What follows belongs to an exercise in optimizing a design on an open flow for small area, a short achievable clock period and few clock cycles per item; a production flow would make more cautious choices.
Function was checked by simulation only, so behaviour that the tests miss may differ from the original.

==> flow/design.v (excerpt) <==
module julian_day_to_calendar_date (
  input  logic                     clk,
  input  logic                     rst,
  input  logic                     stamp_valid,
  output logic                     stamp_ready,
  input  logic [IN_W-1:0]          stamp_julian_time,
  output logic                     date_valid,
  input  logic                     date_ready,
  output logic signed [YEAR_W-1:0] date_year,
  output logic [MONTH_W-1:0]       date_month,
  output logic [DAY_W-1:0]         date_day_whole,
  output logic [FO_W-1:0]          date_day_fraction
);
Settings: LEC_CHECK=0, CAP_MARGIN=20, CORE_MARGIN=2, CORE_UTILIZATION=60, SETUP_SLACK_MARGIN=5, SLEW_MARGIN=20; clock period 10.0 ns.
run.sh (not shown) runs the stock make flow with config.mk's settings and CLKGATE_MAP_FILE= SYNTH_SCRIPT=/design/flow/synth_recipe.tcl, a recipe that flattens the netlist after the stock synthesis.
Testbench counts at the start, summed over its fixed seeds: cycles 16,032, items 16,000.
Edit:
--- a/flow/design.v
+++ b/flow/design.v
@@ -1636,17 +1636,16 @@
   assign s2sum[6] = s2sum_p[6] ^ s2sum_G2_5;
   assign s2sum[7] = s2sum_p[7] ^ s2sum_G2_6;
   assign s2sum[8] = s2sum_p[8] ^ s2sum_G2_7;
   assign s2sum[9] = s2sum_p[9] ^ s2sum_G3_8;
   assign s2sum[10] = s2sum_p[10] ^ s2sum_G3_9;
   assign s2sum[11] = s2sum_p[11] ^ s2sum_G3_10;
   assign s2sum[12] = s2sum_p[12] ^ s2sum_G3_11;
   logic [10:0] yt;
-  logic [8:0]  yoff;
   assign yt[0]  = s2sum >= 13'd365;
   assign yt[1]  = s2sum >= 13'd730;
   assign yt[2]  = s2sum >= 13'd1095;
   assign yt[3]  = s2sum >= 13'd1461;
   assign yt[4]  = s2sum >= 13'd1826;
   assign yt[5]  = s2sum >= 13'd2191;
   assign yt[6]  = s2sum >= 13'd2556;
   assign yt[7]  = s2sum >= 13'd2922;
@@ -1654,44 +1653,45 @@
   assign yt[9]  = s2sum >= 13'd3652;
   assign yt[10] = s2sum >= 13'd4017;
   always_comb begin
     yp = 4'd0;
     for (int i = 0; i < 11; i++) begin
       if (yt[i]) yp = 4'(i + 1);
     end
   end
-  always_comb begin
-    yoff = 9'd0;
-    if (yt[0])  yoff = 9'(365);
-    if (yt[1])  yoff = 9'(730);
-    if (yt[2])  yoff = 9'(1095);
-    if (yt[3])  yoff = 9'(1461);
-    if (yt[4])  yoff = 9'(1826);
-    if (yt[5])  yoff = 9'(2191);
-    if (yt[6])  yoff = 9'(2556);
-    if (yt[7])  yoff = 9'(2922);
-    if (yt[8])  yoff = 9'(3287);
-    if (yt[9])  yoff = 9'(3652);
-    if (yt[10]) yoff = 9'(4017);
-  end
   logic [8:0]  s23;
-  logic [8:0]  yoff3;
   logic [3:0]  yp3;
   logic [15:0] y03;
   logic [15:0] f3;
   always_ff @(posedge clk) begin
     if (en3) begin
       s23   <= s2sum[8:0];
-      yoff3 <= yoff;
       yp3   <= yp;
       y03   <= 16'({qe2, 2'b00}) - 16'd4716;
       f3    <= f2;
     end
   end
+  logic [8:0]  yoff3;
+  always_comb begin
+    unique case (yp3)
+      4'd0:    yoff3 = 9'(0);
+      4'd1:    yoff3 = 9'(365);
+      4'd2:    yoff3 = 9'(730);
+      4'd3:    yoff3 = 9'(1095);
+      4'd4:    yoff3 = 9'(1461);
+      4'd5:    yoff3 = 9'(1826);
+      4'd6:    yoff3 = 9'(2191);
+      4'd7:    yoff3 = 9'(2556);
+      4'd8:    yoff3 = 9'(2922);
+      4'd9:    yoff3 = 9'(3287);
+      4'd10:   yoff3 = 9'(3652);
+      default: yoff3 = 9'(4017);
+    endcase
+  end
   logic [8:0] doy_p, doy_g, doy;
   assign doy_p = s23 ^ (~yoff3);
   assign doy_g = s23 & (~yoff3);
   logic doy_g0c;
   assign doy_g0c = doy_g[0] | (doy_p[0] & 1'b1);
   logic doy_G0_1, doy_P0_1;
   assign doy_G0_1 = doy_g[1] | (doy_p[1] & doy_g0c);
   assign doy_P0_1 = doy_p[1] & doy_p[0];
@@ -1749,31 +1749,33 @@
   assign mt[3]  = doy >= 9'd122;
   assign mt[4]  = doy >= 9'd153;
   assign mt[5]  = doy >= 9'd184;
   assign mt[6]  = doy >= 9'd214;
   assign mt[7]  = doy >= 9'd245;
   assign mt[8]  = doy >= 9'd275;
   assign mt[9]  = doy >= 9'd306;
   assign mt[10] = doy >= 9'd337;
+  logic [4:0]  mstart;
   always_comb begin
-    day_next   = 5'(doy[4:0] + 5'd1);
+    mstart     = 5'(0);
     month_next = 4'd3;
-    if (mt[0])  begin day_next = 5'(doy[4:0] - 5'd30);  month_next = 4'd4;  end
-    if (mt[1])  begin day_next = 5'(doy[4:0] - 5'd60);  month_next = 4'd5;  end
-    if (mt[2])  begin day_next = 5'(doy[4:0] - 5'd91);  month_next = 4'd6;  end
-    if (mt[3])  begin day_next = 5'(doy[4:0] - 5'd121); month_next = 4'd7;  end
-    if (mt[4])  begin day_next = 5'(doy[4:0] - 5'd152); month_next = 4'd8;  end
-    if (mt[5])  begin day_next = 5'(doy[4:0] - 5'd183); month_next = 4'd9;  end
-    if (mt[6])  begin day_next = 5'(doy[4:0] - 5'd213); month_next = 4'd10; end
-    if (mt[7])  begin day_next = 5'(doy[4:0] - 5'd244); month_next = 4'd11; end
-    if (mt[8])  begin day_next = 5'(doy[4:0] - 5'd274); month_next = 4'd12; end
-    if (mt[9])  begin day_next = 5'(doy[4:0] - 5'd305); month_next = 4'd1;  end
-    if (mt[10]) begin day_next = 5'(doy[4:0] - 5'd336); month_next = 4'd2;  end
+    if (mt[0])  begin mstart = 5'(31);  month_next = 4'd4;  end
+    if (mt[1])  begin mstart = 5'(61);  month_next = 4'd5;  end
+    if (mt[2])  begin mstart = 5'(92);  month_next = 4'd6;  end
+    if (mt[3])  begin mstart = 5'(122); month_next = 4'd7;  end
+    if (mt[4])  begin mstart = 5'(153); month_next = 4'd8;  end
+    if (mt[5])  begin mstart = 5'(184); month_next = 4'd9;  end
+    if (mt[6])  begin mstart = 5'(214); month_next = 4'd10; end
+    if (mt[7])  begin mstart = 5'(245); month_next = 4'd11; end
+    if (mt[8])  begin mstart = 5'(275); month_next = 4'd12; end
+    if (mt[9])  begin mstart = 5'(306); month_next = 4'd1;  end
+    if (mt[10]) begin mstart = 5'(337); month_next = 4'd2;  end
   end
+  assign day_next = doy[4:0] - mstart + 5'd1;
   logic [15:0] year_r;
   logic [3:0]  month_r;
   logic [4:0]  day_r;
   logic [15:0] frac_r;
   always_ff @(posedge clk) begin
     if (adv) begin
       year_r  <= y03 + 16'(5'(yp3) + 5'(mt[9]));
       month_r <= month_next;
Effect: Routed wire length drops by about a fifth. Worst hold slack loses 4.6 ps. Cell count shrinks by roughly a tenth. Via count is lower by roughly a tenth. Worst setup slack improves by 11 ps.
Testbench counts after the change, summed over its fixed seeds: cycles 16,032, items 16,000.

[separate check: timing with driven ports]
The results above use ideal ports. As a check the final layouts listed here were re-extracted and re-timed, cells and wires unchanged.
Step 1 (the two cells are an assumption about what drives the block):
set clk [get_ports {clk}]
set_driving_cell -lib_cell sky130_fd_sc_hd__clkbuf_16 $clk
set_driving_cell -lib_cell sky130_fd_sc_hd__buf_2 [delete_from_list [all_inputs] $clk]
Step 2 moves the port delays by t, midway between the first and last clock arrival at a register: inputs arrive t later, outputs are due t later. That takes back most of the time a late clock gives input paths.
Slacks: no drivers / after step 1 / after step 2; pairs: no drivers / after step 1.
run | t, ns | setup slack, ns | slew at the worst register clock pin (ns)
the first run | 0.490 | 5.048 / 5.023 / 4.750 | 0.09 / 0.09
the second run | 0.482 | 5.059 / 5.030 / 4.793 | 0.09 / 0.09
After both steps every run listed still meets setup and hold. For the first run, which loses most, drivers alone change the setup slack by -0.025 ns; drivers and shift together by -0.298 ns.
